Source: an optimization exercise on an open RTL-to-GDS flow (aim: a short achievable clock period and few clock cycles per item). Production flows keep margins and buffers that such runs may drop. At most, simulation tests tie the RTL to the original design; equivalence was not proved. Only the layout flow was run in runs 4 to 7; the RTL was not checked for function there. No activity file was given, so power comes from the tool's default toggle rates.

==> flow/design.v <==
`timescale 1ns/100ps
module lc3Mux16
(
    input  logic        sel,
    input  logic [15:0] a,
    input  logic [15:0] b,
    output logic [15:0] y
);
    assign y = sel ? b : a;
endmodule
module lc3MuxN
#(
    parameter int W = 7
)(
    input  logic         sel,
    input  logic [W-1:0] a,
    input  logic [W-1:0] b,
    output logic [W-1:0] y
);
    assign y = sel ? b : a;
endmodule
module lc3AndOr3
(
    input  logic        s0,
    input  logic [15:0] d0,
    input  logic        s1,
    input  logic [15:0] d1,
    input  logic        s2,
    input  logic [15:0] d2,
    output logic [15:0] y
);
    assign y = ({16{s0}} & d0) | ({16{s1}} & d1) | ({16{s2}} & d2);
endmodule
module lc3AndOr4
(
    input  logic        s0,
    input  logic [15:0] d0,
    input  logic        s1,
    input  logic [15:0] d1,
    input  logic        s2,
    input  logic [15:0] d2,
    input  logic        s3,
    input  logic [15:0] d3,
    output logic [15:0] y
);
    assign y = ({16{s0}} & d0) | ({16{s1}} & d1) | ({16{s2}} & d2) | ({16{s3}} & d3);
endmodule
module lc3AddKs
#(
    parameter int W   = 16,
    parameter bit CIN = 1'b0
)(
    input  logic [W-1:0] a,
    input  logic [W-1:0] b,
    output logic [W-1:0] s,
    output logic         cout
);
    localparam int L = (W > 8) ? 4 : (W > 4) ? 3 : (W > 2) ? 2 : 1;
    logic [W-1:0] p0, g [0:L], p [0:L];
    assign p0 = a ^ b;
    always_comb
    begin
        g[0] = a & b;
        p[0] = p0;
        g[0][0] = (a[0] & b[0]) | (p0[0] & CIN);  
        for (int l = 0; l < L; l++)
        begin
            for (int i = 0; i < W; i++)
            begin
                if (i >= (1 << l))
                begin
                    g[l+1][i] = g[l][i] | (p[l][i] & g[l][i - (1 << l)]);
                    p[l+1][i] = p[l][i] & p[l][i - (1 << l)];
                end
                else
                begin
                    g[l+1][i] = g[l][i];
                    p[l+1][i] = p[l][i];
                end
            end
        end
        s    = p0 ^ {g[L][W-2:0], CIN};
        cout = g[L][W-1];
    end
endmodule
module lc3SumZero
(
    input  logic [15:0] a,
    input  logic [15:0] b,
    output logic        z
);
    assign z = &(~(a ^ b ^ {a[14:0] | b[14:0], 1'b0}));
endmodule
module lc3Mux1
(
    input  logic sel,
    input  logic a,
    input  logic b,
    output logic y
);
    assign y = sel ? b : a;
endmodule
module lc3BrCond
(
    input  logic        oAdd,      
    input  logic        sumN,
    input  logic        sumZ,
    input  logic        oAnd,      
    input  logic        oNot,
    input  logic        andN,
    input  logic        andZ,
    input  logic        notN,
    input  logic        notZ,
    input  logic        leaN,
    input  logic        leaZ,
    input  logic        weE,       
    input  logic [2:0]  nzpR,      
    input  logic [3:0]  fOp,       
    input  logic [2:0]  fMask,
    input  logic        block,     
    input  logic        memCyc,
    input  logic        ldCyc,
    input  logic [15:0] ldData,
    input  logic        oBr,       
    input  logic [2:0]  irMask,
    input  logic        stHit,     
    output logic [2:0]  nzpNext,   
    output logic        mTaken,    
    output logic        takeM,     
    output logic        take       
);
    logic       n, z, otherN, otherZ, pre, tR, ldZ, tMz, tMnz;
    assign otherN = oAnd ? andN : oNot ? notN : leaN;
    assign otherZ = oAnd ? andZ : oNot ? notZ : leaZ;
    logic [2:0] nzpE, nzpLd, nzpMem;
    assign n = oAdd ? sumN : otherN;
    assign z = oAdd ? sumZ : otherZ;
    assign nzpE   = weE ? {n, z, !n && !z} : nzpR;
    assign nzpLd  = ldData[15] ? 3'b100 : (ldData == 16'h0000) ? 3'b010 : 3'b001;
    assign nzpMem = ldCyc ? nzpLd : nzpR;
    assign nzpNext = memCyc ? nzpMem : nzpE;
    assign mTaken = oBr && |(irMask & nzpMem);
    assign ldZ  = ldData == 16'h0000;
    assign tMz  = memCyc && !stHit && oBr && (ldCyc ? irMask[1] : |(irMask & nzpR));
    assign tMnz = memCyc && !stHit && oBr && (ldCyc ? (ldData[15] ? irMask[2] : irMask[0]) : |(irMask & nzpR));
    lc3Mux1 takeMuxM (.sel(ldZ), .a(tMnz), .b(tMz), .y(takeM));
    assign pre  = !block && !memCyc && !weE && fOp == 4'b0000;
    assign tR   = |(fMask & nzpR);
    assign take = pre && tR;
endmodule
`timescale 1ns/100ps
module lc3Core
#(
    parameter logic [15:0] resetPc = 16'h3000
)(
    input  logic         clk,
    input  logic         reset,
    input  logic [15:0]  memRData,
    output logic [15:0]  memAddr,
    output logic [15:0]  memWData,
    output logic         memWe,
    output logic [15:0]  pc,
    output logic         retire,
    output logic [127:0] regView,
    output logic [2:0]   nzp
);
    logic        started;    
    logic [15:0] addrR;      
    logic [15:0] addrOut;    
    logic        weR;        
    logic [15:0] wdR;        
    logic        memCyc;     
    logic        ldCyc;      
    logic [2:0]  ldDr;       
    logic [15:0] memNextPc;  
    logic [15:0] ir;         
    logic        irValid;
    logic [15:0] irAddr;
    logic [15:0] irPc1;      
    logic [15:0] pcRel;      
    logic        pcRelZ;     
    logic        irTaken;    
    logic        irDefer;    
    logic [15:0] opA;        
    logic [15:0] opB;        
    logic [15:0] opS;        
    logic        useB;       
    logic        oOff6;      
    logic        oAdd, oAnd, oNot, oBr, oJmp, oPcMem, oStore, oLoad, oWb;
    logic        kAnd, kNot;   
    logic [7:0][15:0] regs;
    logic [7:0][15:0] regOut;
    logic [2:0]  nzpR;
    logic [2:0]  nzpOut;
    logic [15:0] pcR;
    logic        retireR;
    assign memAddr  = addrOut;
    assign memWData = wdR;
    assign memWe    = weR;
    assign pc       = pcR;
    assign retire   = retireR;
    assign regView  = regOut;
    assign nzp      = nzpOut;
    logic        exec, execMem, redirect, weE, stHit;
    logic [15:0] sum, other, result;
    logic        sumZero, sumCout;
    assign exec     = irValid && !memCyc;
    assign execMem  = exec && (oLoad || oStore);
    assign redirect = exec && (oJmp || (oBr && irDefer && |(ir[11:9] & nzpR)));
    assign weE      = exec && oWb;
    lc3AddKs #(.W(16), .CIN(1'b0)) addSum (.a(opA), .b(opB), .s(sum), .cout(sumCout));
    lc3SumZero sumZero0 (.a(opA), .b(opB), .z(sumZero));
    always_comb
    begin
        other = pcRel;  
        if (oAnd)
            other = opA & opB;
        else if (oNot)
            other = ~opA;
    end
    logic [15:0] andV;
    logic        andZ, notZ;
    assign andV = opA & opB;
    assign andZ = andV == 16'h0000;
    assign notZ = opA == 16'hffff;
    lc3Mux16 resMux (.sel(oAdd), .a(other), .b(sum), .y(result));
    assign stHit = weR && irValid && (addrR == irAddr);
    logic [3:0]  fOp;
    logic [2:0]  fS1, fS2, fSd;
    logic        fImm, fOff6;
    logic [15:0] fPc1, fPcRel;
    logic [2:0]  nzpNext;
    logic        take, takeM, mTaken;
    assign fOp   = memRData[15:12];
    assign fS1   = memRData[8:6];
    assign fS2   = memRData[2:0];
    assign fSd   = memRData[11:9];
    assign fOff6 = fOp == 4'b0110 || fOp == 4'b0111;
    assign fImm  = memRData[5];
    logic [3:0] dOp;
    logic       dImm, dOff6;
    assign dOp   = memCyc ? ir[15:12] : fOp;
    assign dImm  = memCyc ? ir[5] : fImm;
    assign dOff6 = dOp == 4'b0110 || dOp == 4'b0111;
    assign fPc1 = addrR + 16'd1;
    logic [6:0] hiM, hiP;
    logic       c9;
    assign hiM = addrR[15:9] - 7'd1;
    assign hiP = addrR[15:9] + 7'd1;
    lc3AddKs #(.W(9), .CIN(1'b1)) addPcRel (.a(addrR[8:0]), .b(memRData[8:0]), .s(fPcRel[8:0]), .cout(c9));
    logic [6:0] hiC0, hiC1;
    assign hiC0 = memRData[8] ? hiM : addrR[15:9];
    assign hiC1 = memRData[8] ? addrR[15:9] : hiP;
    lc3MuxN #(.W(7)) hiMux (.sel(c9), .a(hiC0), .b(hiC1), .y(fPcRel[15:9]));
    lc3BrCond brCond (
        .oAdd    (oAdd),
        .sumN    (sum[15]),
        .sumZ    (sumZero),
        .oAnd    (kAnd),
        .oNot    (kNot),
        .andN    (andV[15]),
        .andZ    (andZ),
        .notN    (!opA[15]),
        .notZ    (notZ),
        .leaN    (pcRel[15]),
        .leaZ    (pcRelZ),
        .weE     (weE),
        .nzpR    (nzpR),
        .fOp     (fOp),
        .fMask   (fSd),
        .block   (execMem || redirect || !started),
        .memCyc  (memCyc),
        .ldCyc   (ldCyc),
        .ldData  (memRData),
        .oBr     (oBr),
        .irMask  (ir[11:9]),
        .stHit   (stHit),
        .nzpNext (nzpNext),
        .mTaken  (mTaken),
        .takeM   (takeM),
        .take    (take)
    );
    logic [15:0] addrA0, addrA1, addrA2, addrNext;
    logic seqNext;
    assign seqNext = started && !memCyc && !redirect && !execMem;
    always_comb
    begin
        if (!started)
            addrA0 = addrR;
        else if (memCyc)
            addrA0 = stHit ? irAddr : irPc1;
        else
            addrA0 = oJmp ? opA : pcRel;
    end
    lc3AndOr4 addrMx1 (.s0(execMem && oPcMem), .d0(pcRel),
                       .s1(execMem && !oPcMem), .d1(sum),
                       .s2(seqNext), .d2(fPc1),
                       .s3(!execMem && !seqNext), .d3(addrA0), .y(addrA1));
    lc3Mux16 addrMx2 (.sel(takeM),   .a(addrA1), .b(pcRel),  .y(addrA2));
    lc3Mux16 addrMx3 (.sel(take),    .a(addrA2), .b(fPcRel), .y(addrNext));
    logic [7:0][15:0] regsHold, regsNext;
    always_comb
    begin
        for (int i = 0; i < 8; i++)
            regsHold[i] = (memCyc && ldCyc && ldDr == 3'(i)) ? memRData : regs[i];
    end
    for (genvar i = 0; i < 8; i++)
    begin : gWr
        lc3Mux16 wrMux (.sel(weE && ir[11:9] == 3'(i)), .a(regsHold[i]), .b(result), .y(regsNext[i]));
    end
    logic [2:0] nzpRNext;
    assign nzpRNext = nzpNext;
    logic [15:0] preA, preB, preS, opANext, opBNext, opSNext;
    logic        bypA, bypB, bypS;
    always_comb
    begin
        if (memCyc)
        begin
            preA = (ldCyc && ldDr == ir[8:6]) ? memRData : regs[ir[8:6]];
            if (!useB)
                preB = oOff6 ? {{10{ir[5]}}, ir[5:0]} : {{11{ir[4]}}, ir[4:0]};
            else
                preB = (ldCyc && ldDr == ir[2:0]) ? memRData : regs[ir[2:0]];
            preS = (ldCyc && ldDr == ir[11:9]) ? memRData : regs[ir[11:9]];
        end
        else
        begin
            preA = regs[fS1];
            if (fOff6)
                preB = {{10{memRData[5]}}, memRData[5:0]};
            else if (fImm)
                preB = {{11{memRData[4]}}, memRData[4:0]};
            else
                preB = regs[fS2];
            preS = regs[fSd];
        end
    end
    assign bypA = !memCyc && weE && ir[11:9] == fS1;
    assign bypB = !memCyc && weE && !fOff6 && !fImm && ir[11:9] == fS2;
    assign bypS = !memCyc && weE && ir[11:9] == fSd;
    lc3Mux16 bypMxA (.sel(bypA), .a(preA), .b(result), .y(opANext));
    lc3Mux16 bypMxB (.sel(bypB), .a(preB), .b(result), .y(opBNext));
    lc3Mux16 bypMxS (.sel(bypS), .a(preS), .b(result), .y(opSNext));
    always_ff @(posedge clk or posedge reset)
    begin
        if (reset)
        begin
            started <= 1'b0;
            addrR   <= resetPc;
            weR     <= 1'b0;
            memCyc  <= 1'b0;
            ldCyc   <= 1'b0;
            irValid <= 1'b0;
            retireR <= 1'b0;
            regs    <= '0;
            nzpR    <= 3'b000;
        end
        else
        begin
            started <= 1'b1;
            addrR   <= addrNext;
            regs    <= regsNext;
            nzpR    <= nzpRNext;
            memCyc  <= execMem;
            weR     <= execMem && oStore;
            ldCyc   <= execMem && oLoad;
            retireR <= memCyc || (exec && !(oLoad || oStore));
            if (!started)
                irValid <= 1'b0;
            else if (memCyc)
            begin
                if (stHit)
                    irValid <= 1'b0;
            end
            else
                irValid <= !redirect;
        end
    end
    always_ff @(posedge clk)
    begin
        addrOut <= addrNext;
        regOut  <= regsNext;
        nzpOut  <= nzpRNext;
        opA     <= opANext;
        opB     <= opBNext;
        opS     <= opSNext;
        if (memCyc)
            pcR <= memNextPc;
        else if (exec && !(oLoad || oStore))
            pcR <= redirect ? (oJmp ? opA : pcRel) : (oBr && irTaken) ? pcRel : irPc1;
        if (memCyc)
        begin
            irTaken <= mTaken;
            irDefer <= 1'b0;
        end
        else
        begin
            irTaken <= take;
            irDefer <= weE;
            ir      <= memRData;
            irAddr  <= addrR;
            irPc1   <= fPc1;
            pcRel   <= fPcRel;
            pcRelZ  <= {{7{memRData[8]}}, memRData[8:0]} == ~addrR;
        end
        oAdd    <= dOp == 4'b0001;
        oAnd    <= dOp == 4'b0101;
        oNot    <= dOp == 4'b1001;
        kAnd    <= dOp == 4'b0101 || dOp == 4'b0001;
        kNot    <= dOp == 4'b1001 || dOp == 4'b0001;
        oWb     <= dOp == 4'b0001 || dOp == 4'b0101 || dOp == 4'b1001 || dOp == 4'b1110;
        oBr     <= dOp == 4'b0000;
        oJmp    <= dOp == 4'b1100;
        oPcMem  <= dOp == 4'b0010 || dOp == 4'b0011;
        oStore  <= dOp == 4'b0011 || dOp == 4'b0111;
        oLoad   <= dOp == 4'b0010 || dOp == 4'b0110;
        useB    <= !dOff6 && !dImm;
        oOff6   <= dOff6;
        wdR       <= opS;
        ldDr      <= ir[11:9];
        memNextPc <= irPc1;
    end
endmodule
==> flow/run.sh <==
#!/bin/bash
# synth_recipe.tcl (not shown) runs the flow's synth.tcl, then flattens the netlist and writes it again
# the make line also repeats each setting of config.mk as NAME=value (left out here)
make -C /OpenROAD-flow-scripts/flow DESIGN_CONFIG=/design/flow/config.mk WORK_HOME=/design/flow/orfs CLKGATE_MAP_FILE= SYNTH_SCRIPT=/design/flow/synth_recipe.tcl finish
==> flow/config.mk <==
export PLATFORM = sky130hd
export DESIGN_NAME = lc3Core
export DESIGN_NICKNAME = lc3Core
export VERILOG_FILES = /design/flow/design.v
export SDC_FILE = /design/flow/constraint.sdc
export NUM_CORES = 4
export LEC_CHECK = 0
export ABC_CLOCK_PERIOD_IN_PS = 1000
export CAP_MARGIN = 20
export CORE_MARGIN = 2
export CORE_UTILIZATION = 40
export SETUP_SLACK_MARGIN = 5
export SLEW_MARGIN = 20
export SYNTH_HIERARCHICAL = 1
==> flow/constraint.sdc <==
create_clock -name core_clock -period 8.0 [get_ports {clk}]
set_input_delay 1.6000 -clock core_clock [delete_from_list [all_inputs] [get_ports {clk}]]
set_output_delay 1.6000 -clock core_clock [all_outputs]
set_load 0.01 [all_outputs]
==> summary.txt, run 1 <==
status=no timing/DRC/antenna violations; # Max-Cap Violations=0; fin util=0.477; total negative slack=0 ps; fmax=about 330 MHz; Worst Setup EP=addrR[9]$_DFF_PP0_; Pleak=around 14 nW; 1st-pass router iterations=5; Yosys warnings=13; Cells after Synth=approximately 2400; clk slew on worst S/H paths=about 60 ps; startpoint types=input pin; hold-fix buffer count after cts=0; Max Slew Vio Count=0; critical path arrival=3510 ps; worst setup path start=memRData[2]; clock sink total=479; TritonCTS Buffers=between 50 and 60; Fillers=between 6000 and 7000; first-iteration detailed-routing DRC count=roughly 2300; pwr dens=around 370 mW/mm²; Layout area overhead=18.1%; worst hold start=opS[11]$_DFF_P_; Routed Wire Length=97900 µm; # setup viols final=0; Skew-Pair Late Insertion Delay=630 ps; CP Class=input pin to flop; Final Hold Viols=0; Overflow after GRT=0; post-route ant nets=0; Root Driver=clkbuf_16; actual slew at the worst max-slew pin=between 1000 and 1500 ps; htree depth=2; Placer Congestion=slightly below 0.9; reg-to-reg startpoint=memCyc$_DFF_PP0_; Layout Nets=about 2600; Worst EP required=approximately 8500 ps; global-route wire length before repair=143000 µm; vias in the first global route=about 21000; Crit Path Max Fanout=7; Mapped Avg Cell Area=12.3 µm²; gr usage total=0.256; HP Class=flop to flop; core footprint=0.0716 mm²; Horiz. Die Dim=273 µm; initial antenna violation count=3; Max transition margin=0.194; Mapped Nets=around 2400; vias=about 21000; worst-case clock skew=32.8 ps; die extent in y=roughly 270 µm; CTS tree=built; DR WL/cell=27.9 µm; CP endpoint kind=flop; detailed-route DRC error count=0; largest net degree at the start of global routing=154; Initial Util=0.404; ratio of cells with drive above 1 in the final layout=0.354; unrepaired setup endpoints after global routing=true; reg2reg setup slack=5050 ps; port bufs=roughly 200; VDD IR-drop max=about 0.24 mV; DP Wirelength=61800 µm; R2R depth=5; Die ar.=~0.075 mm²; FP Rows=98; I/O pins=199; vias per cell=6.01; ratio of final minimum period to clock period=0.378; reg2reg end=regOut[29]$_DFF_P_; CTS max path bufs=3; clock period minus final worst setup slack=between 3000 and 4000 ps; synthesized area=between 0.02 and 0.03 mm²
worst min-delay path by stage:
stage                                 end  depth (start not counted)
after floorplan            wdR[0]$_DFF_P_                          0
after global routing      wdR[11]$_DFF_P_                          0
final                     wdR[11]$_DFF_P_                          0
after detailed placement  wdR[12]$_DFF_P_                          0
after global placement     wdR[0]$_DFF_P_                          0
after CTS                 wdR[11]$_DFF_P_                          0
layout by cell type (no fill, tap or decap), types with 81 or more instances in the layout:
master         count
mux2_2           233
dlygate4sd2_1    181
mux2_4           151
mux2i_1          140
dfxtp_1          233
o21ai_0          125
mux4_2           193
edfxtp_1          81
nand2_1          172
dfrtp_1          142
flip-flops by register name (all words and copies together) (netlist names), 16 cells and up:
| name | count |
|---|---|
| regOut | 128 |
| regs | 128 |
| addrOut | 16 |
| addrR | 16 |
| irAddr | 16 |
| irPc1 | 16 |
| ir | 16 |
| memNextPc | 16 |
| opA | 16 |
| opB | 16 |
| opS | 16 |
| pcR | 16 |
| pcRel | 16 |
| wdR | 16 |
report_power, final:
part	internal (mW)	switching (mW)
combinational	2.85	2.56
clock	1.45	1.08
sequential	3.56	1.15
critical path: stages:
cell      delay [ps]
buf_4            150
buf_12           140
ha_1             360
o211ai_1         150
buf_4            180
nand2_2           60
a21o_4           270
mux2_4           320
mux2_4           270
stage by stage:
| step | power (mW) | instance area, µm² | setup WS, ps | hold slack (ps) | cells |
|---|---|---|---|---|---|
| after floorplan | 7.96 | 29300 | 4470 | 310 | 2353 |
| after global placement | 9.97 | 31400 | 3360 | 317 | 3354 |
| after detailed placement | 10.1 | 31400 | 3320 | 313 | 3354 |
| after CTS | 12.5 | 33800 | 5000 | 326 | 3488 |
| after global routing | 13.3 | 34200 | 4960 | 330 | 3504 |
| final | 12.6 | 34200 | 4980 | 324 | 3506 |
final cells by class:
type | count | area, µm² | area share
timing repair buffer | 301 | 3010 | 0.0880
antenna | 2 | 5.00 | 0.000146
multi-input combinational | 1603 | 16700 | 0.488
sequential | 479 | 11200 | 0.328
tap | 950 | 1190 | 0.0348
clock inverter | 29 | 312 | 0.00911
clock buffer | 66 | 1480 | 0.0432
inverter | 76 | 298 | 0.00871
metal layers:
layer / GRT usage / routed length, µm / up-vias
met5: 0 / 0 / -
met4: 0.121 / 5140 / 0
met3: 0.0476 / 7910 / 259
met2: 0.405 / 44500 / 1101
met1: 0.340 / 40300 / 10600
li1: - / - / 9136
timing repair:
item | in CTS | in global routing
resized for setup | 314 | 50
pin swaps | 20 | 13
cloned | 7 | 2
buffers inserted | 32 | 14
endpoints found under the setup margin | 451 | 124
Testbench counts, summed over its fixed seeds: cycles 44,773, instructions 32,000.
==> run 2, diff against run 1 <==
==> flow/flow/run.sh (new file) <==
#!/bin/bash
set -euo pipefail
export SETUP_SLACK_MARGIN=7
bash standard.sh > standard.log 2>&1
==> flow/standard.sh (new file) <==
#!/bin/bash
# synth_recipe.tcl (not shown) runs the flow's synth.tcl, then flattens the netlist and writes it again
# the make line also repeats each setting of config.mk as NAME=value (left out here)
make -C /OpenROAD-flow-scripts/flow DESIGN_CONFIG=/design/flow/config.mk WORK_HOME=/design/flow/orfs CLKGATE_MAP_FILE= SYNTH_SCRIPT=/design/flow/synth_recipe.tcl "${@:-finish}"
--- a/flow/config.mk
+++ b/flow/config.mk
@@ -10,5 +10,4 @@
 export CORE_MARGIN = 2
 export CORE_UTILIZATION = 40
-export SETUP_SLACK_MARGIN = 5
 export SLEW_MARGIN = 20
 export SYNTH_HIERARCHICAL = 1
removed: flow/run.sh
==> summary.txt, run 2 <==
DR WL/cell=33.1 µm (+19%); CTS tree=built; ratio of final minimum period to clock period=0.379 (+0.000895); Initial Util=0.404 (unchanged); Multi-input gate area=0.0187 mm² (+12%); Max Slew Vio Count=0 (unchanged); Mapped Avg Cell Area=12.3 µm² (unchanged); status=no timing/DRC/antenna violations; Storage cell area=0.0115 mm² (+2.7%); commonest non-fill, non-tap cell in the layout=mux2_4; Mapped Nets=2416 (unchanged); vias in the first global route=24400 (+14%); Routed Wire Length=128000 µm (+30%); Fillers=5325 (-16%); clock period minus final worst setup slack=3030 ps (+7.16 ps); R2R depth=11 (+6); CTS max path bufs=3 (unchanged); Overflow after GRT=0 (unchanged); fmax=330 MHz (-0.24%); # setup viols final=0 (unchanged); reg2reg setup slack=5070 ps (+20 ps); vias per cell=6.44 (+7.1%); cell mode on critical path=mux2_4; detailed-route DRC error count=0 (unchanged); unrepaired setup endpoints after global routing=true; pwr dens=360 mW/mm² (-2.6%); CP Cell Sequence=buf_12 > buf_16 > nor4_4 > and4_4 > mux2_4 > mux2_4 > mux2_4; Horiz. Die Dim=273 µm (unchanged); htree depth=2 (unchanged); worst-case clock skew=28.9 ps (-3.91 ps); Max transition margin=0.159 (-0.0352); CP Buf/Inv Count=2 (-1); startpoint types=input pin; initial antenna violation count=8 (+5); Worst EP required=8510 ps (+30 ps); Die ar.=0.0745 mm² (unchanged); met2 wire length=55600 µm (+25%); actual slew at the worst max-slew pin=1250 ps (+52.4 ps); vias=24800 (+18%); TritonCTS Buffers=52 (+2.0%); core footprint=0.0716 mm² (unchanged); Skew-Pair Late Insertion Delay=650 ps (+20 ps); reg2reg end=addrR[14]$_DFF_PP0_; CP Class=input pin to flop; Cells after Synth=2353 (unchanged); top flop regs=regOut x128, regs x128; global-route wire length before repair=174000 µm (+22%); port bufs=198 (unchanged); DR WL met3=15000 µm (+90%); CP endpoint kind=flop; Layout Nets=2921 (+13%); Placer Congestion=0.911 (+2.2%); Crit Path Max Fanout=8 (+1); most frequent cells in the layout=mux2_4, buf_6, mux4_2; VDD IR-drop max=0.224 mV (-5.6%); first-iteration detailed-routing DRC count=3175 (+40%); Final Hold Viols=0 (unchanged); WL met1=45400 µm (+12%); Yosys warnings=13 (unchanged); critical path arrival=3540 ps (+30 ps); DP Wirelength=64900 µm (+4.9%); # Max-Cap Violations=0 (unchanged); Largest stage delay, worst path=420 ps (+60 ps); delay-heaviest family, CP=multiplexers; ratio of cells with drive above 1 in the final layout=0.614 (+0.260); hold-fix buffer count after cts=0 (unchanged); 1st-pass router iterations=6 (+1); Fin Hold WS=327 ps (+3.22 ps); die extent in y=273 µm (unchanged); largest net degree at the start of global routing=75 (-51%); Top Metal Used=met4; WHS Endpoint=wdR[11]$_DFF_P_; Pleak=17.6 nW (+24%); synthesized area=0.0289 mm² (unchanged); Layout area overhead=46.5%; HP Class=flop to flop; slowest cell on the critical path=mux2_4; post-route ant nets=0 (unchanged); Root Driver=clkbuf_16; clk slew on worst S/H paths=60 ps (about the same); I/O pins=199 (unchanged); worst hold start=opS[11]$_DFF_P_; clock sink total=479 (unchanged); gr usage total=0.323 (+0.0669); FP Rows=98 (unchanged); total negative slack=0 ps (unchanged); reg-to-reg startpoint=opA[0]$_DFF_P_; hold depth=0 (unchanged)
[run 2: timing repair]
item | in CTS | in global routing
buffers inserted | 220 | 85
endpoints found under the setup margin | 846 | 846
pin swaps | 85 | 57
gates resized for setup | 1522 | 213
hold endpoints to repair | 0 | 0
gates cloned | 91 | 8
[run 2: layer usage]
| metal | vias to the layer above | GRT usage |
|---|---|---|
| li1 | 9882 | - |
| met5 | - | 0 |
| met2 | 2007 | 0.487 |
| met4 | 0 | 0.234 |
| met3 | 665 | 0.0958 |
| met1 | 12300 | 0.394 |
[run 2: area by class of cell]
type,count,share of cell area
clock buffer,68,0.0365
sequential,479,0.271
multi-input combinational,1616,0.442
clock inverter,29,0.00755
antenna,5,0.000295
tap,950,0.0280
timing repair inverter,9,0.00348
timing repair buffer,624,0.202
inverter,76,0.00885
[run 2: stage by stage]
stage               utilization  setup slack [ps]  cell area (µm²)  power (mW)  instances
global route              0.592              4980            42400        15.8       3852
global placement          0.451              3270            32300        10.5       3350
CTS                       0.568              5090            40700        14.6       3758
floorplan                     -              4470            30600        8.33       2353
finish                    0.592              4970            42400        15.3       3856
detailed placement        0.452              3210            32300        10.5       3350
[run 2: power by group]
group	internal (mW)	switching, mW
Clock	1.54	1.09
Sequential	3.67	1.32
Combinational	4.20	3.47
[run 2: how the worst max path moves through the flow]
stage	slack, ps	cells past startpoint	start	endpoint
final	4970	7	memRData[0]	addrR[4]$_DFF_PP0_
after global routing	4980	7	memRData[0]	addrR[7]$_DFF_PP0_
after CTS	5090	7	memRData[0]	addrR[4]$_DFF_PP0_
after detailed placement	3210	7	memRData[5]	addrR[9]$_DFF_PP0_
after global placement	3270	7	memRData[5]	addrOut[12]$_DFF_P_
after floorplan	4470	1	reset	addrR[0]$_DFF_PP0_
==> run 3, diff against run 2 <==
==> flow/flow/run.sh (replaced) <==
#!/bin/bash
set -euo pipefail
export SETUP_SLACK_MARGIN=6
bash standard.sh > standard.log 2>&1
==> summary.txt, run 3 <==
Fillers=5698 (+7.0%); placed instance area=0.0320 mm² (-0.94%); fmax=347 MHz (+5.0%); fin cells=3740 (-3.0%); R2R depth=11 (unchanged); initial antenna violation count=3 (-5); 1st-pass router iterations=7 (+1); Yosys warnings=13 (unchanged); vias in the first global route=23600 (-3.6%); total negative slack=0 ps (unchanged); internal power of the cells=9.09 mW (-3.3%); detailed-route DRC error count=0 (unchanged); top flop regs=regOut x128, regs x128; Comb power frac=0.486 (-0.016); die extent in y=273 µm (unchanged); worst-case clock skew=35.6 ps (+6.70 ps); CP Class=input pin to flop; Pleak=16.5 nW (-6.4%); VDD IR-drop max=0.242 mV (+7.9%); hold depth=0 (unchanged); CP endpoint kind=flop; DP Wirelength=63100 µm (-2.8%); largest net degree at the start of global routing=68 (-9.3%); Overflow after GRT=0 (unchanged); reg-to-reg startpoint=opA[0]$_DFF_P_; reg2reg setup slack=5170 ps (+100 ps); number of placed instances, taps included=3351 (+0.030%); ratio of cells with drive above 1 in the final layout=0.577 (-0.0369); global-route wire length before repair=167000 µm (-4.2%); Routed Wire Length=118000 µm (-7.4%); Skew-Pair Late Insertion Delay=650 ps (about the same); Max transition margin=0.218 (+0.0593); port bufs=198 (unchanged); gr usage total=0.308 (-0.0156); DR WL/cell=31.6 µm (-4.5%); final instance area=0.0399 mm² (-6.0%); diode count=0 (-5); # setup viols final=0 (unchanged); startpoint types=input pin; Horiz. Die Dim=273 µm (unchanged); Initial Util=0.404 (unchanged); Multi-input gate area=0.0185 mm² (-1.4%); Cells after Synth=2353 (unchanged); synthesized area=0.0289 mm² (unchanged); status=no timing/DRC/antenna violations; Psw=5.64 mW (-4.1%); htree depth=2 (unchanged); Max Slew Vio Count=0 (unchanged); actual slew at the worst max-slew pin=1160 ps (-92.8 ps); I/O pins=199 (unchanged); pwr dens=370 mW/mm² (+2.6%); reg2reg end=addrOut[12]$_DFF_P_; Mapped Nets=2416 (unchanged); HP Class=flop to flop; vias=23700 (-4.6%); vias per cell=6.34 (-1.6%); Root Driver=clkbuf_16; clock period minus final worst setup slack=2880 ps (-146 ps); hold-fix buffer count after cts=0 (unchanged); post-route ant nets=0 (unchanged); Storage cell area=0.0114 mm² (-0.52%); Placer Congestion=0.889 (-2.4%); Die ar.=0.0745 mm² (unchanged); Layout Nets=2808 (-3.9%); CTS max path bufs=3 (unchanged); worst setup path start=memRData[7]; core footprint=0.0716 mm² (unchanged); Layout area overhead=37.7%; Worst EP required=8520 ps (about the same); Final Hold Viols=0 (unchanged); # Max-Cap Violations=0 (unchanged); Mapped Avg Cell Area=12.3 µm² (unchanged); Worst Setup EP=addrR[11]$_DFF_PP0_; first-iteration detailed-routing DRC count=3041 (-4.2%); clock sink total=479 (unchanged); clock power share=0.180 (+0.008); switch share=0.383 (-0.00206); FP Rows=98 (unchanged); critical path arrival=3400 ps (-140 ps); ratio of final minimum period to clock period=0.360 (-0.0182); most frequent cells in the layout=mux2_4, mux4_2, buf_6; Crit Path Max Fanout=8 (unchanged); CTS tree=built; commonest non-fill, non-tap cell in the layout=mux2_4; TritonCTS Buffers=53 (+1.9%); unrepaired setup endpoints after global routing=true; clk slew on worst S/H paths=60 ps (about the same); part of the power in registers=0.334 (+0.008)
run 3: changes by cell type in the layout (fill, tap and decap cells not counted), moves of 24 or more:
cell,delta
buf_16,-33
buf_2,+44
buf_12,-24
dfxtp_2,-44
buf_6,-86
dfxtp_1,+42
run 3: worst min path at each step:
stage | start | end | slack [ps]
2_1_floorplan | opS[0]$_DFF_P_ | wdR[0]$_DFF_P_ | 310
3_3_place_gp | opS[14]$_DFF_P_ | wdR[14]$_DFF_P_ | 310
3_5_place_dp | opS[14]$_DFF_P_ | wdR[14]$_DFF_P_ | 310
4_1_cts | opS[14]$_DFF_P_ | wdR[14]$_DFF_P_ | 330
5_1_grt | opS[0]$_DFF_P_ | wdR[0]$_DFF_P_ | 330
6_report | opS[14]$_DFF_P_ | wdR[14]$_DFF_P_ | 330
run 3: layer usage:
| layer | track usage | wire (µm) | vias up |
|---|---|---|---|
| li1 | - | - | 9649 |
| met1 | 0.378 | 42800 | 11800 |
| met2 | 0.477 | 52800 | 1720 |
| met3 | 0.0774 | 12900 | 534 |
| met4 | 0.209 | 9780 | 4 |
| met5 | 0 | 30 | - |
run 3: per-stage QoR:
stage / total power, mW / util / hold WS, ps / setup WS (ps)
3_3_place_gp: 10.3 / 0.447 / 314 / 3260
2_1_floorplan: 8.20 / - / 310 / 4470
4_1_cts: 14.0 / 0.537 / 325 / 5160
5_1_grt: 15.3 / 0.557 / 333 / 5090
6_report: 14.7 / 0.557 / 325 / 5120
3_5_place_dp: 10.4 / 0.447 / 312 / 3220
run 3: power groups by stage:
| stage | Combinational, mW | Sequential (mW) | Clock, mW |
|---|---|---|---|
| final | 7.16 | 4.92 | 2.65 |
| after CTS | 6.50 | 4.80 | 2.68 |
| after detailed placement | 5.58 | 4.81 | 0 |
| after floorplan | 3.77 | 4.42 | 0 |
| after global placement | 5.51 | 4.77 | 0 |
| after global routing | 7.48 | 4.99 | 2.78 |
run 3: worst max-delay path: stages:
cell	delay [ps]
buf_12	100
buf_12	120
nor4_4	260
and4_4	310
mux2_4	410
mux2_4	320
mux2_4	280
run 3: cell type report:
cell class / count / area share
tap: 950 / 0.0298
timing repair inverter: 2 / 0.000314
sequential: 479 / 0.287
clock inverter: 24 / 0.00757
timing repair buffer: 521 / 0.163
clock buffer: 76 / 0.0398
inverter: 76 / 0.00866
multi-input combinational: 1612 / 0.463
run 3: timing repair:
item                                     CTS  global route
endpoints found under the setup margin   756           563
setup buffers                            176            53
resized for setup                       1438           220
pin swaps                                 79            77
gates cloned                              55             5
==> run 4, diff against run 3 <==
--- a/flow/design.v
+++ b/flow/design.v
@@ -173,4 +173,5 @@
     logic        ldCyc;      
     logic [2:0]  ldDr;       
+    logic [7:0]  ldWe;       
     logic [15:0] memNextPc;  
     logic [15:0] ir;         
@@ -180,5 +181,4 @@
     logic [15:0] pcRel;      
     logic        pcRelZ;     
-    logic        irTaken;    
     logic        irDefer;    
     logic [15:0] opA;        
@@ -303,5 +303,5 @@
     begin
         for (int i = 0; i < 8; i++)
-            regsHold[i] = (memCyc && ldCyc && ldDr == 3'(i)) ? memRData : regs[i];
+            regsHold[i] = ldWe[i] ? memRData : regs[i];
     end
     for (genvar i = 0; i < 8; i++)
@@ -355,4 +355,5 @@
             regs    <= '0;
             nzpR    <= 3'b000;
+            ldWe    <= '0;
         end
         else
@@ -361,4 +362,6 @@
             addrR   <= addrNext;
             regs    <= regsNext;
+            for (int i = 0; i < 8; i++)
+                ldWe[i] <= execMem && oLoad && ir[11:9] == 3'(i);
             nzpR    <= nzpRNext;
             memCyc  <= execMem;
@@ -388,13 +391,9 @@
             pcR <= memNextPc;
         else if (exec && !(oLoad || oStore))
-            pcR <= redirect ? (oJmp ? opA : pcRel) : (oBr && irTaken) ? pcRel : irPc1;
+            pcR <= redirect ? (oJmp ? opA : pcRel) : oBr ? addrR : irPc1;
         if (memCyc)
-        begin
-            irTaken <= mTaken;
             irDefer <= 1'b0;
-        end
         else
         begin
-            irTaken <= take;
             irDefer <= weE;
             ir      <= memRData;
==> summary.txt, run 4 <==
Fillers=5947 (+4.4%); gr usage total=0.291 (-0.0171); switch share=0.382 (-0.00145); fin cells=3715 (-0.67%); fmax=335 MHz (-3.4%); ratio of cells with drive above 1 in the final layout=0.555 (-0.0216); Routed Wire Length=113000 µm (-4.6%); most frequent cells in the layout=mux2_4, nand2_1, mux4_2; R2R depth=9 (-2); Final Hold Viols=0 (unchanged); power consumption=15.0 mW (+1.6%); HP Class=flop to flop; port bufs=198 (unchanged); diode count=0 (unchanged); core footprint=0.0726 mm² (+1.4%); Max Slew Vio Count=0 (unchanged); startpoint types=input pin; clock sink total=486 (+1.5%); I/O pins=199 (unchanged); CP Buf/Inv Count=2 (unchanged); CP endpoint kind=flop; Cells after Synth=2377 (+1.0%); unrepaired setup endpoints after global routing=true; synthesized area=0.0292 mm² (+0.85%); DR WL/cell=30.4 µm (-4.0%); final worst setup slack=5020 ps (-102 ps); vias in the first global route=22800 (-3.4%); number of placed instances, taps included=3380 (+0.87%); critical path arrival=3470 ps (+70 ps); DP Wirelength=63300 µm (+0.41%); VDD IR-drop max=0.237 mV (-2.2%); Horiz. Die Dim=274 µm (+0.42%); CTS tree=built; first-iteration detailed-routing DRC count=2563 (-16%); worst-case clock skew=39.0 ps (+3.44 ps); Yosys warnings=13 (unchanged); Largest stage delay, worst path=320 ps (-90 ps); slowest cell on the critical path=mux2_4; delay-heaviest family, CP=multiplexers; Crit Path Max Fanout=7 (-1); Mapped Nets=2440 (+0.99%); CTS max path bufs=3 (unchanged); Initial Util=0.402 (-0.00205); placed instance area=0.0320 mm² (about the same); Setup WS pre-CTS=3270 ps (+43.3 ps); clock power share=0.175 (-0.005); worst hold start=opS[14]$_DFF_P_; TritonCTS Buffers=54 (+1.9%); Die ar.=0.0752 mm² (+0.84%); die extent in y=274 µm (+0.42%); Layout Nets=2773 (-1.2%); status=no timing/DRC/antenna violations; # setup viols final=0 (unchanged); WHS Endpoint=wdR[14]$_DFF_P_; pwr dens=382 mW/mm² (+3.3%); final instance area=0.0392 mm² (-1.6%); Overflow after GRT=0 (unchanged); Max transition margin=0.303 (+0.0843); hold depth=0 (unchanged); detailed-route DRC error count=0 (unchanged); htree depth=2 (unchanged); post-route ant nets=0 (unchanged); vias per cell=6.21 (-2.0%); vias=23100 (-2.6%); Comb power frac=0.489 (+0.003); Mapped Avg Cell Area=12.3 µm² (-0.17%); Layout area overhead=34.3%; Root Driver=clkbuf_16; global-route wire length before repair=161000 µm (-3.9%); initial antenna violation count=2 (-1); reg2reg end=addrR[10]$_DFF_PP0_; # Max-Cap Violations=0 (unchanged); CP Depth=9 (+2); CP Cell Sequence=buf_12 > buf_12 > ha_4 > nor2b_4 > o211ai_1 > nand2_2 > a21o_4 > mux2_4 > mux2_4; Skew-Pair Late Insertion Delay=640 ps (about the same); reg-to-reg startpoint=addrR[0]$_DFF_PP0_; reg2reg setup slack=5020 ps (-150 ps); FP Rows=99 (+1.0%); part of the power in registers=0.335 (about the same); Placer Congestion=0.918 (+3.3%); actual slew at the worst max-slew pin=1040 ps (-125 ps); clock period minus final worst setup slack=2980 ps (+102 ps); largest net degree at the start of global routing=72 (+5.9%); clk slew on worst S/H paths=60 ps (about the same); ratio of final minimum period to clock period=0.373 (+0.0127); top flop regs=regOut x128, regs x128; 1st-pass router iterations=6 (-1); Worst EP required=8490 ps (-30 ps); total negative slack=0 ps (unchanged); internal power of the cells=9.26 mW (+1.9%); Pleak=16.0 nW (-2.8%); CP Class=input pin to flop; Psw=5.71 mW (+1.2%); commonest non-fill, non-tap cell in the layout=mux2_4
==> run 4: worst max-delay path by stage <==
| stage | start | endpoint | slack [ps] |
|---|---|---|---|
| 2_1_floorplan | reset | addrR[0]$_DFF_PP0_ | 4360 |
| 3_3_place_gp | memRData[4] | addrR[15]$_DFF_PP0_ | 3290 |
| 3_5_place_dp | memRData[4] | addrR[15]$_DFF_PP0_ | 3270 |
| 4_1_cts | memRData[12] | addrR[10]$_DFF_PP0_ | 5070 |
| 5_1_grt | addrR[0]$_DFF_PP0_ | addrR[10]$_DFF_PP0_ | 4980 |
| 6_report | memRData[1] | addrOut[13]$_DFF_P_ | 5020 |
==> run 4: repair_timing <==
action / CTS / global route
hold buffers: 0 / 0
cloned: 48 / 7
pin swaps: 55 / 48
resized for setup: 1378 / 222
setup endpoints to repair: 789 / 655
buffers inserted: 128 / 50
==> run 4: final cells by class <==
class	instances	area, µm²	area share
multi-input cells	1621	18400	0.468
repair buffers	473	5810	0.148
clock buffers	76	1590	0.0406
well taps	959	1200	0.0306
inverters	74	328	0.00836
clock inverters	26	302	0.00769
flip-flops and latches	486	11600	0.296
==> run 4: stage by stage <==
stage                     hold slack, ps  utilization
after floorplan                      310            -
after CTS                            325        0.519
final                                325        0.540
after detailed placement             312        0.441
after global placement               317        0.441
after global routing                 329        0.540
==> run 4: worst register-to-register path, stage by stage (launching register included) <==
cell,delay [ps]
dfrtp_4,590
xnor2_2,230
nand4_1,130
nor4_2,310
and4_4,300
nand4b_1,180
a21oi_2,90
mux2_4,410
mux2_4,340
mux2_4,270
==> run 4: routing by layer <==
layer | part of all wire | global-route usage | vias up
li1 | - | - | 9569
met4 | 0.061 | 0.150 | 2
met5 | 0.000080 | 0 | -
met2 | 0.46 | 0.454 | 1514
met3 | 0.098 | 0.0623 | 363
met1 | 0.39 | 0.380 | 11600
==> run 4: power groups by stage <==
stage	registers [mW]	logic (mW)	clock network, mW
6_report	5.02	7.32	2.63
5_1_grt	5.11	7.67	2.76
4_1_cts	4.91	6.69	2.67
3_5_place_dp	4.87	5.79	0
3_3_place_gp	4.82	5.73	0
2_1_floorplan	4.51	3.95	0
==> run 5, diff against run 4 <==
--- a/flow/design.v
+++ b/flow/design.v
@@ -130,5 +130,5 @@
     output logic        take       
 );
-    logic       n, z, otherN, otherZ, pre, tR, ldZ, tMz, tMnz;
+    logic       n, z, otherN, otherZ, pre, tR;
     assign otherN = oAnd ? andN : oNot ? notN : leaN;
     assign otherZ = oAnd ? andZ : oNot ? notZ : leaZ;
@@ -141,8 +141,5 @@
     assign nzpNext = memCyc ? nzpMem : nzpE;
     assign mTaken = oBr && |(irMask & nzpMem);
-    assign ldZ  = ldData == 16'h0000;
-    assign tMz  = memCyc && !stHit && oBr && (ldCyc ? irMask[1] : |(irMask & nzpR));
-    assign tMnz = memCyc && !stHit && oBr && (ldCyc ? (ldData[15] ? irMask[2] : irMask[0]) : |(irMask & nzpR));
-    lc3Mux1 takeMuxM (.sel(ldZ), .a(tMnz), .b(tMz), .y(takeM));
+    assign takeM = memCyc && !stHit && oBr && !ldCyc && |(irMask & nzpR);
     assign pre  = !block && !memCyc && !weE && fOp == 4'b0000;
     assign tR   = |(fMask & nzpR);
@@ -393,5 +390,5 @@
             pcR <= redirect ? (oJmp ? opA : pcRel) : oBr ? addrR : irPc1;
         if (memCyc)
-            irDefer <= 1'b0;
+            irDefer <= ldCyc;
         else
         begin
==> summary.txt, run 5 <==
status=no timing/DRC/antenna violations; Fillers=5816 (-2.2%); CP Class=input pin to flop; CTS tree=built; clock period minus final worst setup slack=2980 ps (-3.68 ps); Mapped Nets=2433 (-0.29%); CP endpoint kind=flop; # setup viols final=0 (unchanged); Cells after Synth=2370 (-0.29%); Overflow after GRT=0 (unchanged); I/O pins=199 (unchanged); unrepaired setup endpoints after global routing=true; clock sink total=486 (unchanged); port bufs=198 (unchanged); power consumption=15.1 mW (+1.1%); detailed-route DRC error count=0 (unchanged); Max Slew Vio Count=0 (unchanged); worst-case clock skew=33.3 ps (-5.74 ps); global-route wire length before repair=164000 µm (+1.8%); Placer Congestion=0.897 (-2.3%); Horiz. Die Dim=274 µm (about the same); htree depth=2 (unchanged); Layout Nets=2798 (+0.90%); Yosys warnings=13 (unchanged); Max transition margin=0.371 (+0.0683); VDD IR-drop max=0.228 mV (-3.7%); DR WL/cell=31.3 µm (+3.0%); Multi-input gate area=0.0187 mm² (+1.9%); commonest non-fill, non-tap cell in the layout=mux2_4; fmax=335 MHz (+0.12%); startpoint types=input pin; die extent in y=274 µm (about the same); Initial Util=0.406 (+0.00348); post-route ant nets=0 (unchanged); worst setup path start=memRData[4]; total negative slack=0 ps (unchanged); reg-to-reg startpoint=opA[0]$_DFF_P_; Layout area overhead=36.2%; Routed Wire Length=117000 µm (+3.5%); 1st-pass router iterations=6 (unchanged); Root Driver=clkbuf_16; worst hold start=opS[10]$_DFF_P_; CTS max path bufs=3 (unchanged); Worst EP required=8490 ps (about the same); most frequent cells in the layout=mux2_4, mux4_2, mux2i_1; synthesized area=0.0292 mm² (-0.15%); ratio of cells with drive above 1 in the final layout=0.562 (+0.00708); # Max-Cap Violations=0 (unchanged); clk slew on worst S/H paths=60 ps (about the same); largest net degree at the start of global routing=72 (unchanged); vias=23500 (+1.7%); initial antenna violation count=2 (unchanged); first-iteration detailed-routing DRC count=2716 (+6.0%); Pleak=16.2 nW (+0.89%); vias per cell=6.29 (+1.2%); ratio of final minimum period to clock period=0.373 (-0.000460); HP Class=flop to flop; Final Hold Viols=0 (unchanged); DP Wirelength=63900 µm (+0.96%); Mapped Avg Cell Area=12.3 µm² (+0.14%); FP Rows=98 (-1.0%); hold-fix buffer count after cts=0 (unchanged); actual slew at the worst max-slew pin=934 ps (-101 ps); pwr dens=381 mW/mm² (-0.11%); Die ar.=0.0751 mm² (-0.15%); Storage cell area=0.0116 mm² (about the same); critical path arrival=3470 ps (about the same); TritonCTS Buffers=53 (-1.9%); top flop regs=regOut x128, regs x128; gr usage total=0.297 (+0.00669); vias in the first global route=23500 (+3.3%); Skew-Pair Late Insertion Delay=630 ps (about the same); Crit Path Max Fanout=7 (unchanged); core footprint=0.0719 mm² (-1.0%)
==> run 5: critical path: stages <==
cell and delay (ps):
buf_8 100, buf_12 120, ha_4 230, and2_4 150
a221oi_4 290, nand2_2 100, a21o_4 280, mux2_4 320
mux2_4 270
==> run 5: stage by stage <==
| stage | std cells | instance area [µm²] | hold WS (ps) | utilization | worst slack (ps) |
|---|---|---|---|---|---|
| after global routing | 3730 | 39700 | 340 | 0.552 | 4980 |
| after detailed placement | 3364 | 32200 | 312 | 0.449 | 3180 |
| after global placement | 3364 | 32200 | 315 | 0.449 | 3220 |
| final | 3731 | 39700 | 327 | 0.552 | 5020 |
| after CTS | 3666 | 37900 | 328 | 0.528 | 5020 |
| after floorplan | 2370 | 30500 | 310 | - | 4360 |
==> run 5: layout make-up <==
| cell class | instances | share of cell area |
|---|---|---|
| Timing Repair Buffer | 508 | 0.152 |
| Antenna cell | 1 | 0.0000630 |
| Inverter | 72 | 0.00753 |
| Tap cell | 950 | 0.0299 |
| Sequential cell | 486 | 0.293 |
| Multi-Input combinational cell | 1613 | 0.471 |
| Clock buffer | 70 | 0.0392 |
| Timing Repair inverter | 1 | 0.000126 |
| Clock inverter | 30 | 0.00744 |
==> run 5: final timing paths <==
kind / endpoint / slack [ps] / cells after the start
worst max-delay path: addrOut[14]$_DFF_P_ / 5020 / 9
worst min-delay path: wdR[10]$_DFF_P_ / 330 / 0
worst max register to register: addrOut[12]$_DFF_P_ / 5150 / 12
worst min register to register: wdR[10]$_DFF_P_ / 330 / 0
max in group asynchronous: regs[60]$_DFF_PP0_ / 6090 / 3
min in group asynchronous: regs[117]$_DFF_PP0_ / 1290 / 3
==> run 5: report_power, final <==
group | total, mW | internal, mW | switching (mW)
Combinational | 7.52 | 4.14 | 3.37
Clock | 2.59 | 1.49 | 1.10
Sequential | 5.04 | 3.72 | 1.31
Total | 15.1 | 9.36 | 5.78
==> run 5: per-layer routing <==
metal  track usage  up-vias  wire [µm]  part of all wire
li1              -     9681          -                 -
met1         0.371    11800      43900              0.38
met2         0.464     1500      52800              0.45
met3        0.0673      432      11000             0.094
met4         0.194        0       9110             0.078
met5             0        -          0                 0
==> run 5: what timing repair did <==
item | 4_1_cts | 5_1_grt
pin swaps | 62 | 64
gates cloned | 45 | 8
setup buffers | 157 | 56
endpoints found under the hold margin | 0 | 0
setup endpoints to repair | 783 | 633
gates resized for setup | 1322 | 278
==> run 6, diff against run 5 <==
==> flow/flow/run.sh (replaced) <==
#!/bin/bash
set -euo pipefail
export SETUP_SLACK_MARGIN=5.5
bash standard.sh > standard.log 2>&1
==> summary.txt, run 6 <==
status=no timing/DRC/antenna violations; Mapped Nets=2433 (unchanged); total negative slack=0 ps (unchanged); Routed Wire Length=110000 µm (-5.5%); post-route ant nets=0 (unchanged); Psw=5.57 mW (-3.7%); delay-heaviest family, CP=multiplexers; DP Wirelength=63000 µm (-1.5%); part of the power in registers=0.343 (+0.010); ratio of final minimum period to clock period=0.370 (-0.00306); reg-to-reg startpoint=opB[0]$_DFF_P_; # Max-Cap Violations=0 (unchanged); Overflow after GRT=0 (unchanged); gr usage total=0.282 (-0.0148); fmax=338 MHz (+0.83%); Worst EP required=8480 ps (about the same); core footprint=0.0719 mm² (unchanged); critical path arrival=3440 ps (-30 ps); commonest non-fill, non-tap cell in the layout=mux2_4; die extent in y=274 µm (unchanged); reg2reg end=regs[28]$_DFF_PP0_; WHS Endpoint=wdR[8]$_DFF_P_; vias in the first global route=22700 (-3.5%); 1st-pass router iterations=8 (+2); initial antenna violation count=2 (unchanged); Skew-Pair Late Insertion Delay=630 ps (about the same); worst hold start=opS[8]$_DFF_P_; TritonCTS Buffers=54 (+1.9%); FP Rows=98 (unchanged); final instance area=0.0377 mm² (-4.9%); I/O pins=199 (unchanged); worst-case clock skew=36.8 ps (+3.47 ps); clock sink total=486 (unchanged); largest net degree at the start of global routing=72 (unchanged); DR WL/cell=30.2 µm (-3.6%); placed instance area=0.0318 mm² (-1.4%); htree depth=2 (unchanged); Placer Congestion=0.908 (+1.3%); vias=22700 (-3.1%); VDD IR-drop max=0.252 mV (+11%); first-iteration detailed-routing DRC count=2407 (-11%); startpoint types=input pin; Final Hold Viols=0 (unchanged); switch share=0.381 (-0.00123); detailed-route DRC error count=0 (unchanged); R2R depth=11 (-1); actual slew at the worst max-slew pin=1010 ps (+76.7 ps); vias per cell=6.22 (-1.1%); # setup viols final=0 (unchanged); Yosys warnings=13 (unchanged); Max Slew Vio Count=0 (unchanged); HP Class=flop to flop; final worst setup slack=5040 ps (+24.5 ps); unrepaired setup endpoints after global routing=true; synthesized area=0.0292 mm² (unchanged); CP Buf/Inv Count=2 (unchanged); pwr dens=387 mW/mm² (+1.6%); fin util=0.525 (-0.0272); CP Cell Sequence=buf_6 > buf_12 > ha_4 > nor2b_4 > o211ai_1 > nand2_2 > a21o_4 > mux2_4 > mux2_4; Die ar.=0.0751 mm² (unchanged); reg2reg setup slack=5160 ps (about the same); number of placed instances, taps included=3363 (-0.030%); ratio of cells with drive above 1 in the final layout=0.527 (-0.0353); CTS tree=built; Setup WS pre-CTS=3260 ps (+80.4 ps); clock period minus final worst setup slack=2960 ps (-24.5 ps); Pleak=15.4 nW (-4.8%); cell mode on critical path=mux2_4; fin cells=3656 (-2.0%); Root Driver=clkbuf_16; Fin Hold WS=320 ps (-6.75 ps); clock power share=0.177 (+0.006); Largest stage delay, worst path=320 ps (about the same); hold depth=0 (unchanged); Fillers=6081 (+4.6%); diode count=0 (-1); Cells after Synth=2370 (unchanged); global-route wire length before repair=157000 µm (-4.3%); clk slew on worst S/H paths=60 ps (about the same); Crit Path Max Fanout=7 (unchanged); Max transition margin=0.325 (-0.0455); CTS max path bufs=3 (unchanged); Comb power frac=0.479 (-0.017); top flop regs=regOut x128, regs x128; power consumption=14.6 mW (-3.4%); port bufs=198 (unchanged); most frequent cells in the layout=mux2_4, mux4_2, mux2i_1; CP Class=input pin to flop; internal power of the cells=9.05 mW (-3.2%); CP endpoint kind=flop; Initial Util=0.406 (unchanged); Layout Nets=2724 (-2.6%); Horiz. Die Dim=274 µm (unchanged); Mapped Avg Cell Area=12.3 µm² (unchanged); slowest cell on the critical path=mux2_4; Layout area overhead=29.5%
==> run 6: how the worst max path moves through the flow <==
stage	to	cells past startpoint	slack [ps]	from
final	addrR[11]$_DFF_PP0_	9	5040	memRData[1]
after global routing	addrR[11]$_DFF_PP0_	9	5030	memRData[1]
after global placement	addrR[9]$_DFF_PP0_	8	3300	memRData[3]
after floorplan	addrR[0]$_DFF_PP0_	1	4360	reset
after detailed placement	addrR[11]$_DFF_PP0_	8	3260	memRData[3]
after CTS	addrR[11]$_DFF_PP0_	9	5000	memRData[4]
==> run 6: power by group through the flow <==
stage,Sequential [mW],Clock (mW),Combinational (mW)
global route,5.13,2.73,7.37
CTS,4.92,2.63,6.24
global placement,4.84,0,5.69
finish,5.02,2.59,7.01
detailed placement,4.89,0,5.77
floorplan,4.52,0,3.88
==> run 6: area by class of cell <==
cell class / count / area [µm²] / area share
sequential: 486 / 11600 / 0.307
timing repair buffer: 434 / 4930 / 0.131
inverter: 72 / 295 / 0.00782
clock buffer: 74 / 1570 / 0.0417
tap: 950 / 1190 / 0.0315
multi-input combinational: 1611 / 17900 / 0.474
timing repair inverter: 2 / 12.5 / 0.000332
clock inverter: 27 / 264 / 0.00700
==> run 6: routing by layer <==
metal | track usage | up-vias | part of all wire
met2 | 0.448 | 1374 | 0.46
met1 | 0.361 | 11500 | 0.38
met4 | 0.157 | 2 | 0.067
met3 | 0.0572 | 355 | 0.091
met5 | 0 | - | 0.00012
li1 | - | 9529 | -
==> run 6: timing repair <==
action                      CTS  global route
gates resized for setup    1181           241
pin swaps                    56            49
setup endpoints to repair   706           452
gates cloned                 37            12
buffers inserted             90            53
hold buffers                  0             0
==> run 7, diff against run 6 <==
--- a/flow/design.v
+++ b/flow/design.v
@@ -146,4 +146,55 @@
     assign take = pre && tR;
 endmodule
+module lc3PcRelNext
+(
+    input  logic [15:0] addr,
+    input  logic [8:0]  off,
+    input  logic        take,
+    input  logic [15:0] alt,
+    output logic [15:0] y
+);
+    logic [8:0] p, g0;
+    logic [8:0] g [0:4];
+    logic [8:0] pp [0:4];
+    logic [9:0] c;           
+    logic [6:0] hiM, hiP, hiC0, hiC1;
+    logic [15:0] in0, in1;
+    assign p  = addr[8:0] ^ off;
+    assign g0 = addr[8:0] & off;
+    always_comb
+    begin
+        g[0] = g0;
+        pp[0] = p;
+        g[0][0] = addr[0] | off[0];  
+        for (int l = 0; l < 4; l++)
+        begin
+            for (int i = 0; i < 9; i++)
+            begin
+                if (i >= (1 << l))
+                begin
+                    g[l+1][i]  = g[l][i] | (pp[l][i] & g[l][i - (1 << l)]);
+                    pp[l+1][i] = pp[l][i] & pp[l][i - (1 << l)];
+                end
+                else
+                begin
+                    g[l+1][i]  = g[l][i];
+                    pp[l+1][i] = pp[l][i];
+                end
+            end
+        end
+        c = {g[4], 1'b1};
+    end
+    assign hiM  = addr[15:9] - 7'd1;
+    assign hiP  = addr[15:9] + 7'd1;
+    assign hiC0 = off[8] ? hiM : addr[15:9];
+    assign hiC1 = off[8] ? addr[15:9] : hiP;
+    assign in0 = take ? {hiC0, p} : alt;
+    assign in1 = take ? {hiC1, ~p} : alt;
+    for (genvar i = 0; i < 9; i++)
+    begin : gLo
+        lc3Mux1 cMux (.sel(c[i]), .a(in0[i]), .b(in1[i]), .y(y[i]));
+    end
+    lc3MuxN #(.W(7)) hiMux (.sel(c[9]), .a(in0[15:9]), .b(in1[15:9]), .y(y[15:9]));
+endmodule
 `timescale 1ns/100ps
 module lc3Core
@@ -222,5 +273,6 @@
     assign notZ = opA == 16'hffff;
     lc3Mux16 resMux (.sel(oAdd), .a(other), .b(sum), .y(result));
-    assign stHit = weR && irValid && (addrR == irAddr);
+    logic stHitR;
+    assign stHit = weR && stHitR;
     logic [3:0]  fOp;
     logic [2:0]  fS1, fS2, fSd;
@@ -295,5 +347,5 @@
                        .s3(!execMem && !seqNext), .d3(addrA0), .y(addrA1));
     lc3Mux16 addrMx2 (.sel(takeM),   .a(addrA1), .b(pcRel),  .y(addrA2));
-    lc3Mux16 addrMx3 (.sel(take),    .a(addrA2), .b(fPcRel), .y(addrNext));
+    lc3PcRelNext addrMx3 (.addr(addrR), .off(memRData[8:0]), .take(take), .alt(addrA2), .y(addrNext));
     logic [7:0][15:0] regsHold, regsNext;
     always_comb
@@ -413,4 +465,5 @@
         useB    <= !dOff6 && !dImm;
         oOff6   <= dOff6;
+        stHitR    <= (oPcMem ? pcRel : sum) == addrR;
         wdR       <= opS;
         ldDr      <= ir[11:9];
==> flow/flow/run.sh (replaced) <==
#!/bin/bash
set -euo pipefail
export SETUP_SLACK_MARGIN=6
bash standard.sh > standard.log 2>&1
==> summary.txt, run 7 <==
detailed-route DRC error count=0 (unchanged); die extent in y=277 µm (+1.3%); CTS max path bufs=3 (unchanged); largest net degree at the start of global routing=80 (+11%); clk slew on worst S/H paths=60 ps (about the same); vias=25500 (+12%); Die ar.=0.0770 mm² (+2.6%); synthesized area=0.0299 mm² (+2.6%); slowest cell on the critical path=a222oi_1; HP Class=flop to flop; # setup viols final=0 (unchanged); Largest stage delay, worst path=560 ps (+240 ps); Layout Nets=2977 (+9.3%); global-route wire length before repair=177000 µm (+13%); reg2reg end=addrR[5]$_DFF_PP0_; I/O pins=199 (unchanged); initial antenna violation count=6 (+4); commonest non-fill, non-tap cell in the layout=mux2_4; first-iteration detailed-routing DRC count=3128 (+30%); Layout area overhead=39.4%; clock period minus final worst setup slack=3100 ps (+139 ps); Mapped Nets=2562 (+5.3%); DP Wirelength=68600 µm (+8.9%); worst-case clock skew=20.0 ps (-16.8 ps); most frequent cells in the layout=mux2_4, buf_6, mux4_2; Max transition margin=0.219 (-0.106); pwr dens=383 mW/mm² (-1.1%); Fillers=5855 (-3.7%); ratio of final minimum period to clock period=0.387 (+0.0174); hold depth=0 (unchanged); htree depth=2 (unchanged); top flop regs=regOut x128, regs x128; vias per cell=6.50 (+4.6%); Overflow after GRT=0 (unchanged); Routed Wire Length=131000 µm (+19%); Mapped Avg Cell Area=12.0 µm² (-2.3%); Fin Hold WS=324 ps (+3.94 ps); Initial Util=0.403 (-0.00262); VDD IR-drop max=0.259 mV (+2.7%); fmax=323 MHz (-4.5%); Crit Path Max Fanout=7 (unchanged); ratio of cells with drive above 1 in the final layout=0.556 (+0.0288); FP Rows=100 (+2.0%); status=no timing/DRC/antenna violations; reg-to-reg startpoint=ir[10]$_DFFE_PN_; TritonCTS Buffers=56 (+3.7%); startpoint types=flop; Yosys warnings=16 (+3); vias in the first global route=24700 (+9.1%); unrepaired setup endpoints after global routing=true; DR WL/cell=33.4 µm (+11%); Root Driver=clkbuf_16; R2R depth=11 (unchanged); worst hold start=opS[0]$_DFF_P_; port bufs=198 (unchanged); CP Cell Sequence=buf_12 > a222oi_1 > a2bb2oi_4 > buf_6 > a31oi_4 > buf_12 > a22oi_2 > nand2_1 > mux2_4 > mux2_4 > mux2_4; cell mode on critical path=mux2_4; Pleak=17.0 nW (+10%); CP Class=flop to flop; reg2reg setup slack=4900 ps (-260 ps); critical path arrival=3600 ps (+160 ps); CP endpoint kind=flop; CTS tree=built; 1st-pass router iterations=6 (-2); Placer Congestion=0.891 (-1.8%); total negative slack=0 ps (unchanged); Skew-Pair Late Insertion Delay=630 ps (about the same); core footprint=0.0742 mm² (+3.3%); WHS Endpoint=wdR[0]$_DFF_P_; post-route ant nets=0 (unchanged); hold-fix buffer count after cts=0 (unchanged); Max Slew Vio Count=0 (unchanged); Worst EP required=8500 ps (+20 ps); CP Buf/Inv Count=3 (+1); actual slew at the worst max-slew pin=1160 ps (+149 ps); # Max-Cap Violations=0 (unchanged); Cells after Synth=2488 (+5.0%); clock sink total=487 (+0.21%); delay-heaviest family, CP=compound AO/OA/AOI/OAI gates; Final Hold Viols=0 (unchanged); gr usage total=0.311 (+0.0289); Horiz. Die Dim=277 µm (+1.3%)
==> run 7: worst max path at each step <==
stage	start	endpoint	cells past startpoint
after CTS	ir[10]$_DFFE_PN_	addrR[5]$_DFF_PP0_	11
after detailed placement	memRData[4]	addrR[11]$_DFF_PP0_	7
after global placement	memRData[4]	addrR[10]$_DFF_PP0_	7
final	ir[10]$_DFFE_PN_	addrR[5]$_DFF_PP0_	11
after global routing	memCyc$_DFF_PP0_	addrR[4]$_DFF_PP0_	15
after floorplan	reset	addrR[0]$_DFF_PP0_	1
==> run 7: what timing repair did <==
| item | 4_1_cts | 5_1_grt |
|---|---|---|
| cloned | 47 | 19 |
| pin swaps | 120 | 57 |
| gates resized for setup | 1403 | 278 |
| buffers inserted | 175 | 75 |
| setup endpoints to repair | 740 | 592 |
==> run 7: routing by layer <==
layer / vias to the layer above / global-route usage / share of wire
met2: 1958 / 0.479 / 0.44
met4: 6 / 0.201 / 0.081
met3: 570 / 0.0745 / 0.12
met1: 12700 / 0.392 / 0.36
met5: - / 0 / 0.00031
li1: 10200 / - / -
==> run 7: area by class of cell <==
| cell class | instances | area, µm² | share of cell area |
|---|---|---|---|
| Multi-Input combinational cell | 1718 | 19600 | 0.470 |
| Sequential cell | 487 | 11600 | 0.279 |
| Timing Repair Buffer | 552 | 6840 | 0.164 |
| Clock buffer | 77 | 1660 | 0.0397 |
| Tap cell | 969 | 1210 | 0.0291 |
| Clock inverter | 27 | 374 | 0.00897 |
| Inverter | 87 | 369 | 0.00885 |
| Antenna cell | 3 | 7.51 | 0.000180 |
| Timing Repair inverter | 1 | 5.00 | 0.000120 |
==> run 7: power breakdown <==
group,leakage (nW),total [mW],switching [mW],internal (mW)
Clock,0.998,2.83,1.12,1.71
Sequential,4.99,5.12,1.41,3.71
Combinational,11.0,8.02,3.67,4.34
Total,17.0,16.0,6.21,9.76
==> run 7: per-stage QoR <==
step	cell area, µm²	cells	util	total power, mW	setup WS (ps)
6_report	41700	3921	0.562	16.0	4900
5_1_grt	41700	3919	0.562	16.5	4870
4_1_cts	39600	3824	0.534	15.2	5010
3_5_place_dp	33100	3498	0.447	11.2	3020
3_3_place_gp	33100	3496	0.446	11.1	3090
2_1_floorplan	31300	2488	-	8.86	4360
==> run 7: worst register-to-register path, stage by stage, from the launching register on <==
cell and delay [ps]:
edfxtp_1 440, buf_12 150, a222oi_1 560, a2bb2oi_4 230, buf_6 120, a31oi_4 180, buf_12 230, a22oi_2 120
nand2_1 80, mux2_4 320, mux2_4 290, mux2_4 270

-- afterwards: timing with drivers on the ports --
In the flow no input, the clock included, has a driving cell. The finished layouts below were timed again as built, in two steps. Step 1: set_driving_cell puts a clkbuf_16 on clk and a buf_2 on each other input, an assumption about the parent block. Step 2 moves the port delays by t, midway between the first and last clock arrival at a register: inputs arrive t later, outputs are due t later. That takes back most of the time a late clock gives input paths. Slacks: no drivers / after step 1 / after step 2; pairs: no drivers / after step 1.
| run | t (ns) | setup slack, ns | clock arrival spread, ns |
|---|---|---|---|
| run 1 | 0.676 | 4.979 / 5.020 / 4.344 | 0.035 / 0.035 |
| run 2 | 0.702 | 4.972 / 4.985 / 4.283 | 0.034 / 0.033 |
| run 3 | 0.701 | 5.117 / 5.110 / 4.436 | 0.038 / 0.038 |
| run 4 | 0.689 | 5.015 / 4.987 / 4.298 | 0.041 / 0.042 |
| run 5 | 0.689 | 5.019 / 5.038 / 4.349 | 0.036 / 0.036 |
| run 6 | 0.690 | 5.044 / 5.082 / 4.393 | 0.037 / 0.037 |
| run 7 | 0.689 | 4.905 / 4.905 / 4.448 | 0.021 / 0.021 |
After both steps every run listed still meets setup and hold. For run 4, which loses most, drivers alone change the setup slack by -0.028 ns; drivers and shift together by -0.717 ns.
